What follows belongs to an exercise in optimizing a design on an open flow for small area; a production flow would make more cautious choices.
In this exercise RTL edits were held to simulation tests only and were not proved equivalent to the original.
The clock port is modelled as an ideal driver; clocking choices that lean on that would not hold on a real chip.
Power figures rest on the tool's default switching activity, not on a simulated workload.

Design decode, start of the top module:
module decode #(
  parameter logic [31:0] RESET_PC = 32'h80020000,
  parameter logic [31:0] NOP_INSN = mips_pkg::NOP_INSN
) (
  input  logic        clk,
  input  logic        rst,
  input  logic [31:0] pc_in,
  input  logic [31:0] insn_in,
  input  logic        stall_in,
  input  logic        flush,
  input  logic        wb_en,
  input  logic [4:0]  wb_addr,
  input  logic [31:0] wb_data,
  output logic        stall_out,
  output logic        valid_out,
  output logic [31:0] pc_out,
  output logic [31:0] insn_out,
  output logic [31:0] rs_data,
  output logic [31:0] rt_data,
  output logic [31:0] imm_out,
  output logic [4:0]  dest_reg,
  output logic        reg_write,
  output logic        is_load
);
Settings: LEC_CHECK=0, CAP_MARGIN=20, CORE_MARGIN=2, CORE_UTILIZATION=55, SETUP_SLACK_MARGIN=0.2, SLEW_MARGIN=20, SYNTH_HIERARCHICAL=1, SYNTH_MINIMUM_KEEP_SIZE=0; clock period 5.0 ns.
standard.sh (not shown) runs the stock make flow with config.mk's settings and CLKGATE_MAP_FILE= SYNTH_SCRIPT=/design/flow/synth_recipe.tcl, a recipe that flattens the netlist after the stock synthesis.
==> flow/flow/run.sh <==
#!/bin/bash
# Layout: the standard ORFS flow (standard.sh), with
#  - inverters driving 16+ loads sized up before placement (pre_gp.tcl),
#  - resizer changes made during timing-driven global placement kept
#    virtual (the resize step after placement does the real repair),
#  - the port buffers inserted as the smallest buffer cell,
#  - clock tree sinks clustered 25 to a buffer (within 80 um), no dummy loads.
set -euo pipefail
here=$(pwd)
export PRE_GLOBAL_PLACE_TCL="$here/flow/pre_gp.tcl"
export GPL_KEEP_OVERFLOW=0
export BUFFER_PORTS_ARGS="-buffer_cell sky130_fd_sc_hd__buf_1"
export CTS_ARGS="-sink_clustering_enable -repair_clock_nets -sink_clustering_size 25 -sink_clustering_max_diameter 80 -dont_use_dummy_load"
bash standard.sh > "$here/standard_flow.log" 2>&1
==> flow/flow/pre_gp.tcl <==
# Before global placement: inverters that drive 16 or more loads (the
# decoded row and select lines of the register file) are sized up so the
# lines need no extra buffering: the read-select lines, which sit on the
# longest path, to inv_4, the write lines to inv_2 (same area as inv_1).
set n2 0
set n4 0
foreach inst [get_cells *] {
  if {[get_property $inst ref_name] != "sky130_fd_sc_hd__inv_1"} continue
  set pin [get_pins -of_objects $inst -filter "direction == output"]
  set net [get_nets -of_objects $pin]
  set loads [get_pins -of_objects $net -filter "direction == input"]
  if {[llength $loads] < 16} continue
  set rd 0
  foreach l $loads {
    if {[string match "*a222oi*" [get_property [get_cells -of_objects $l] ref_name]]} { set rd 1; break }
  }
  if {$rd} {
    replace_cell $inst sky130_fd_sc_hd__inv_4
    incr n4
  } else {
    replace_cell $inst sky130_fd_sc_hd__inv_2
    incr n2
  }
}
puts "line drivers resized: $n4 to inv_4, $n2 to inv_2"
The baseline finished with timing, DRC and antenna clean.
Then changed:
Settings changed: SETUP_SLACK_MARGIN 0.2 to 0.1.
After rerunning:
- sequential share of layout area is about the same
- count of clock-buffer cells in the layout stays the same
- register-to-register slack gets worse by 0.09 ns
- cell count hardly moves
- hold slack hardly moves
- wire length barely changes
- area after synthesis stays the same
- worst setup slack gets worse by 0.091 ns
- via count stays flat
Then changed:
--- a/flow/flow/run.sh
+++ b/flow/flow/run.sh
@@ -5,5 +5,7 @@
 #    virtual (the resize step after placement does the real repair),
 #  - the port buffers inserted as the smallest buffer cell,
-#  - clock tree sinks clustered 25 to a buffer (within 80 um), no dummy loads.
+#  - clock tree sinks clustered 25 to a buffer (within 80 um), no dummy loads,
+#  - slack-driven downsizing right after clock tree synthesis (post_cts.tcl);
+#    the repair after global routing then restores the setup margin.
 set -euo pipefail
 here=$(pwd)
@@ -12,3 +14,4 @@
 export BUFFER_PORTS_ARGS="-buffer_cell sky130_fd_sc_hd__buf_1"
 export CTS_ARGS="-sink_clustering_enable -repair_clock_nets -sink_clustering_size 25 -sink_clustering_max_diameter 80 -dont_use_dummy_load"
+export POST_CTS_TCL="$here/flow/post_cts.tcl"
 bash standard.sh > "$here/standard_flow.log" 2>&1
==> flow/flow/post_cts.tcl (new file) <==
# After clock tree synthesis: trade unneeded drive strength for area on
# paths with timing slack, then legalize the resized cells again.
estimate_parasitics -placement
repair_timing -recover_power 100 -verbose
detailed_placement
check_placement -verbose
Settings changed: SETUP_SLACK_MARGIN 0.1 to 0.2.
Final area came out higher by 1.2%.
Worst hold slack barely changes.
Via count is about the same.
Worst setup slack gains 0.034 ns.
Die area stays the same.
Clock skew came out higher by 0.0035 ns.
Non-clock buffer count came out higher by 30.
Power is about the same.
Cell count came out higher by 0.57%.
Global-route usage hardly moves.
Combinational power hardly moves.
Then changed:
==> flow/flow/run.sh (replaced) <==
#!/bin/bash
# Layout: the standard ORFS flow (standard.sh), with
#  - inverters driving 16+ loads sized up before placement (pre_gp.tcl),
#  - resizer changes made during timing-driven global placement kept
#    virtual (the resize step after placement does the real repair),
#  - the port buffers inserted as the smallest buffer cell,
#  - clock tree sinks clustered 25 to a buffer (within 80 um), no dummy loads.
set -euo pipefail
here=$(pwd)
export PRE_GLOBAL_PLACE_TCL="$here/flow/pre_gp.tcl"
export GPL_KEEP_OVERFLOW=0
export BUFFER_PORTS_ARGS="-buffer_cell sky130_fd_sc_hd__buf_1"
export CTS_ARGS="-sink_clustering_enable -repair_clock_nets -sink_clustering_size 25 -sink_clustering_max_diameter 80 -dont_use_dummy_load"
bash standard.sh > "$here/standard_flow.log" 2>&1
Settings changed: SETUP_SLACK_MARGIN 0.2 to 0.4.
removed: flow/flow/post_cts.tcl
=> Cell area decreases by 1.1%; power hardly moves; clock skew stays flat; non-clock buffer count decreases by 30; via count barely changes; area after synthesis does not change; routed wire length went up by 0.40%; die area is unchanged.

==> what the ideal ports hide <==
Ports are ideal in the flow. The routed layouts listed here were re-timed in OpenROAD. Step 1 (the two cells are an assumption about what drives the block):
set clk [get_ports {clk}]
set_driving_cell -lib_cell sky130_fd_sc_hd__clkbuf_16 $clk
set_driving_cell -lib_cell sky130_fd_sc_hd__buf_2 [delete_from_list [all_inputs] $clk]
Step 2 adds t to the input delays and takes it off the output delays; t is the mean of the earliest and latest rising clock arrival at the registers after step 1. Input paths then give back, and output paths get back, about the clock's delay inside the block. Slacks: ideal / step 1 / step 2; pairs: ideal / step 1.
run | shift t [ns] | setup slack, ns | worst setup path after step 2
the first run | 0.729 | 0.352 / 0.352 / -0.022 | input to register
the second run | 0.727 | 0.261 / 0.261 / -0.028 | input to register
the third run | 0.736 | 0.295 / 0.295 / 0.020 | input to register
the fourth run | 0.729 | 0.408 / 0.408 / -0.075 | input to register
Met with ideal ports but missed after step 2: setup timing in the first run, the second run and the fourth run. The setup slack of the fourth run, which loses most, moves by 0.000 ns with the drivers and by -0.483 ns with both steps.
